From an optimization exercise on the open Yosys and OpenROAD flow, aimed at small area, a short achievable clock period and few clock cycles per item; shortcuts taken in it are not production practice.
RTL that was checked went through simulation tests only; none was proved equivalent to the original.

== main ==
==> flow/design.v (excerpt) <==
module gcd_multilane #(
    parameter int width_p = 32,
    parameter int els_p   = 4
) (
    input  logic                       clk_i,
    input  logic                       reset_i,
    input  logic [2*width_p-1:0]       data_i,
    input  logic                       v_i,
    output logic                       ready_o,
    output logic [width_p-1:0]         data_o,
    output logic                       v_o,
    input  logic                       yumi_i,
    output logic [$clog2(els_p+1)-1:0] count_o
);
clock: 8.0 ns
lec_check: 0
cap_margin: 20
core_margin: 2
core_utilization: 40
setup_slack_margin: 3.5
slew_margin: 20
run.sh (not shown) runs the stock make flow with config.mk's settings and CLKGATE_MAP_FILE= SYNTH_SCRIPT=/design/flow/synth_recipe.tcl, a recipe that flattens the netlist after the stock synthesis.
Every stage of the flow completed for main, and the final layout passed the timing, DRC and antenna checks.
Testbench counts of main, summed over its fixed seeds: cycles 37,357, items 1,920.
Inputs modified between main and the feature branch:
# main
export LEC_CHECK = 0
export CAP_MARGIN = 20
export CORE_MARGIN = 2
export CORE_UTILIZATION = 40
export SETUP_SLACK_MARGIN = 3.5
export SLEW_MARGIN = 20
create_clock -name core_clock -period 8.0 [get_ports {clk_i}]
# the feature branch
export LEC_CHECK = 0
export CAP_MARGIN = 20
export CORE_MARGIN = 2
export CORE_UTILIZATION = 40
export SETUP_SLACK_MARGIN = 3.0
export SLEW_MARGIN = 20
create_clock -name core_clock -period 8.0 [get_ports {clk_i}]
## What came out
Sort the feature branch and main by worst setup slack after layout asc -> top: the feature branch
[compare] base=main new=the feature branch: cell count after placement held, fmax went down about 3.3%.
Aggregate routed wire length, the feature branch and main: larger value in main
Comparing the feature branch and main, the higher number of antenna violations at the first check in global routing is on main.

========
Another version of the RTL of gcd_multilane (not shown whole).
Size: roughly 970 cells after synthesis, about 71 flip-flops, ~110 I/O pins, ~7500 um^2 of cells after synthesis.
clock: 8.0 ns
lec_check: 0
cap_margin: 20
core_margin: 2
core_utilization: 62
cts_buf_list: sky130_fd_sc_hd__clkbuf_4 sky130_fd_sc_hd__clkbuf_8
setup_slack_margin: 4.1
slew_margin: 20
standard.sh (not shown) runs the stock make flow with config.mk's settings and CLKGATE_MAP_FILE= SYNTH_SCRIPT=/design/flow/synth_recipe.tcl, a recipe that flattens the netlist after the stock synthesis.
==> flow/flow/run.sh <==
#!/bin/bash
# The standard layout, with each port buffered by sky130_fd_sc_hd__buf_1
# instead of the delay-buffer cell buffer_ports picks by default.
set -euo pipefail
export BUFFER_PORTS_ARGS="-buffer_cell sky130_fd_sc_hd__buf_1"
bash standard.sh finish > flow_make.log 2>&1
Testbench counts at the start, summed over its fixed seeds: cycles 40,891, items 1,920.
Rerun with:
CORE_UTILIZATION = 50   (was 62)
SETUP_SLACK_MARGIN = 4.0   (was 4.1)
What happened:
- via count fell by a few percent
- cell area barely changes
- worst setup slack loses 0.13 ns
- routed wire length rose by a few percent
Rerun with:
CORE_UTILIZATION = 70   (was 50)
Outcome: Cell area came out lower by 2.0%. Global-route usage came out higher by 9.2 points. Clock skew barely changes. Hold slack loses 0.014 ns. Sequential share of layout area came out higher by 0.45 points. Wire length came out lower by 6.6%.

========
gcd_multilane, a different RTL version from the one above (not shown whole).
For scale: about 72 flip-flops, about 0.0080 mm2 of cells after synthesis.
export LEC_CHECK = 0
export CAP_MARGIN = 20
export CORE_MARGIN = 2
export CORE_UTILIZATION = 40
export SETUP_SLACK_MARGIN = 3.5
export SLEW_MARGIN = 20
create_clock -name core_clock -period 8.0 [get_ports {clk_i}]
run.sh (not shown) runs the stock make flow with config.mk's settings and CLKGATE_MAP_FILE= SYNTH_SCRIPT=/design/flow/synth_recipe.tcl, a recipe that flattens the netlist after the stock synthesis.
Stock flow here: none of the scripts above is used.
Change:
- SETUP_SLACK_MARGIN: 3.5 -> 4.0
Outcome: Count of clock-buffer cells in the layout stays the same; final area came out higher by 5.8%; synthesized cell count does not change; wire length came out higher by 3.7%; core utilization came out higher by 2.9 points.
Change:
- SETUP_SLACK_MARGIN: 4.0 -> 4.5
Outcome:
- design area climbs by 9.9%
- area after synthesis stays the same
- critical path depth climbs by 3
- wire length climbs by 8.6%
- die area stays the same
- cell count is higher by 3.5%
- via count rises by 7.2%
- global-route usage rose by 1.4 points
Change:
==> flow/flow/run.sh (new file) <==
#!/bin/bash
# The standard layout, with each port buffered by sky130_fd_sc_hd__buf_1
# instead of the delay-buffer cell buffer_ports picks by default.
set -euo pipefail
export BUFFER_PORTS_ARGS="-buffer_cell sky130_fd_sc_hd__buf_1"
bash standard.sh finish > flow_make.log 2>&1
==> flow/standard.sh (new file) <==
#!/bin/bash
# synth_recipe.tcl (not shown) runs the flow's synth.tcl, then flattens the netlist and writes it again
# the make line also repeats each setting of config.mk as NAME=value (left out here)
make -C /OpenROAD-flow-scripts/flow DESIGN_CONFIG=/design/flow/config.mk WORK_HOME=/design/flow/orfs CLKGATE_MAP_FILE= SYNTH_SCRIPT=/design/flow/synth_recipe.tcl "${@:-finish}"
- SETUP_SLACK_MARGIN: 4.5 -> 4.0
removed: flow/run.sh
Final cell count came out lower by 3.0%.
Non-clock buffer count came out lower by 43.
Global-route usage came out lower by 2.2 points.
Critical path depth came out lower by 1.
First-iteration DRC count came out lower by 13%.
No functional check of the RTL was part of any run of this note.

========
The RTL this note starts from:
==> flow/design.v <==
module gcd_multilane #(
    parameter int width_p = 32,
    parameter int els_p   = 4
) (
    input  logic                       clk_i,
    input  logic                       reset_i,
    input  logic [2*width_p-1:0]       data_i,
    input  logic                       v_i,
    output logic                       ready_o,
    output logic [width_p-1:0]         data_o,
    output logic                       v_o,
    input  logic                       yumi_i,
    output logic [$clog2(els_p+1)-1:0] count_o
);
    localparam int sh_w   = $clog2(width_p);
    localparam int max_sh = 7;
    function automatic logic [sh_w-1:0] ctz(input logic [width_p-1:0] x);
        logic [width_p-1:0]           v;
        logic [width_p-1:0][sh_w-1:0] c;
        for (int i = 0; i < width_p; i++) begin
            v[i] = x[i];
            c[i] = '0;
        end
        for (int l = 0; l < sh_w; l++) begin
            for (int i = 0; i < (width_p >> (l + 1)); i++) begin
                c[i] = v[2*i] ? c[2*i] : (c[2*i+1] | sh_w'(1 << l));
                v[i] = v[2*i] | v[2*i+1];
            end
        end
        ctz = c[0];
    endfunction
    function automatic logic [sh_w-1:0] enc(input logic [width_p-1:0] oh);
        logic [sh_w-1:0] r;
        r = '0;
        for (int i = 0; i < width_p; i++) begin
            if (oh[i]) r = r | sh_w'(i);
        end
        enc = r;
    endfunction
    logic                busy_q;
    logic [width_p-1:0]  a_q, b_q;
    logic [sh_w-1:0]     k_q;
    logic                na_q;       
    logic                nb_q;       
    logic                accept, retire, done;
    assign done    = (a_q == b_q) || (a_q == '0) || (b_q == '0);
    assign ready_o = !reset_i && !busy_q;
    assign v_o     = busy_q && done;
    assign data_o  = a_q | b_q;
    assign count_o = {{($bits(count_o)-1){1'b0}}, busy_q};
    assign accept  = v_i && ready_o;
    assign retire  = yumi_i && v_o;
    logic [width_p-1:0]  op_a, op_b;
    logic [sh_w-1:0]     tz_a, tz_b;
    assign op_a = data_i[width_p-1:0];
    assign op_b = data_i[2*width_p-1:width_p];
    assign tz_a = ctz(op_a);
    assign tz_b = ctz(op_b);
    logic [width_p-1:0]  g, p, gg, pp, g2, p2;
    logic [width_p-1:0]  diff, below, absd, a_step, b_step;
    logic                neg;
    logic [sh_w-1:0]     tz_x;
    logic [2:0]          sh;
    logic                sh_over;
    always_comb begin
        g  = a_q & ~b_q;
        p  = ~(a_q ^ b_q);
        gg = g;
        pp = p;
        gg[0] = g[0] | p[0];      
        for (int l = 1; l < width_p; l = l * 2) begin
            g2 = gg;
            p2 = pp;
            for (int i = 0; i < width_p; i++) begin
                if ((i / l) % 2 == 1) begin
                    g2[i] = gg[i] | (pp[i] & gg[(i / l) * l - 1]);
                    p2[i] = pp[i] & pp[(i / l) * l - 1];
                end
            end
            gg = g2;
            pp = p2;
        end
        diff[0]  = ~p[0];
        below[0] = 1'b0;
        for (int i = 1; i < width_p; i++) begin
            diff[i]  = p[i] ^ gg[i-1];
            below[i] = ~pp[i-1];
        end
        neg  = ~gg[width_p-1];
        absd = diff ^ ({width_p{neg}} & below);
        tz_x    = enc(~p & ~below);
        sh_over = ({1'b0, tz_x} >= {1'b0, k_q} + 6'd8);
        sh      = sh_over ? 3'(max_sh) : (tz_x[2:0] - k_q[2:0]);
        b_step  = absd >> sh;
        if (na_q)            a_step = b_q;
        else if (nb_q)       a_step = a_q;
        else if (neg)        a_step = a_q;
        else                 a_step = b_q;
    end
    always_ff @(posedge clk_i) begin
        if (reset_i) begin
            busy_q <= 1'b0;
        end else if (accept) begin
            busy_q <= 1'b1;
        end else if (retire) begin
            busy_q <= 1'b0;
        end
    end
    always_ff @(posedge clk_i) begin
        if (accept) begin
            a_q  <= op_a;
            b_q  <= op_b;
            k_q  <= (tz_a < tz_b) ? tz_a : tz_b;
            na_q <= (tz_a > tz_b);
            nb_q <= (tz_b > tz_a);
        end else begin
            a_q  <= a_step;
            b_q  <= b_step;
            na_q <= 1'b0;
            nb_q <= sh_over;
        end
    end
endmodule
make LEC_CHECK=0 CAP_MARGIN=20 CORE_MARGIN=2 CORE_UTILIZATION=40 SLEW_MARGIN=20 finish   # period 8.0 ns
Stock flow here: none of the scripts above is used.
Edit:
--- a/flow/config.mk
+++ b/flow/config.mk
@@ -9,3 +9,4 @@
 export CORE_MARGIN = 2
 export CORE_UTILIZATION = 40
+export SETUP_SLACK_MARGIN = 3.5
 export SLEW_MARGIN = 20
What happened:
- sequential cell count stays the same
- non-clock buffer count came out higher by 96
- fmax came out higher by about 37%
- core utilization came out higher by 8.8 points
- worst setup slack gains 1.8 ns
- synthesized cell count stays the same
- cell area came out higher by about 18%
Function was not checked in any run of this note: the RTL went through the layout flow alone.

static timing again, ports no longer ideal:
In the flow no input, the clock included, has a driving cell. The finished layouts below were timed again as built, in two steps. Step 1, drivers: a clkbuf_16 drives clk_i and a buf_2 each remaining input, both assumed. Step 2 times the ports against the registers' clock, not the clock port: input delays grow and output delays shrink by t, the midpoint of the rising clock arrivals with the driver on. Slacks: no drivers / after step 1 / after step 2; pairs: no drivers / after step 1.
run | t, ns | slack for setup (ns) | worst setup path at the end | slew at the worst register clock pin (ns) | pins driven straight from the clock port
main | 0.392 | 3.244 / 3.244 / 3.244 | register to register | 0.06 / 0.06 | 1
the feature branch | 0.386 | 3.081 / 3.038 / 2.981 | input to register | 0.06 / 0.06 | 1
the first run of note 2 | 0.407 | 4.164 / 4.164 / 3.967 | input to register | 0.08 / 0.08 | 1
the second run of note 2 | 0.420 | 4.031 / 4.045 / 3.625 | input to register | 0.08 / 0.08 | 1
the third run of note 2 | 0.413 | 4.049 / 4.049 / 3.897 | input to register | 0.09 / 0.09 | 1
the first run of note 3 | 0.386 | 3.604 / 3.604 / 3.452 | input to register | 0.07 / 0.07 | 1
the second run of note 3 | 0.391 | 4.112 / 4.091 / 3.912 | input to register | 0.08 / 0.08 | 1
the third run of note 3 | 0.386 | 4.063 / 4.063 / 4.063 | register to register | 0.06 / 0.06 | 1
the fourth run of note 3 | 0.387 | 3.989 / 3.989 / 3.989 | register to register | 0.07 / 0.07 | 1
the first run of note 4 | 0.389 | 1.475 / 1.475 / 1.475 | register to register | 0.07 / 0.07 | 1
the second run of note 4 | 0.392 | 3.244 / 3.244 / 3.244 | register to register | 0.06 / 0.06 | 1
After both steps every run listed still meets setup and hold. For the second run of note 2, which loses most, drivers alone change the setup slack by +0.014 ns; drivers and shift together by -0.406 ns.
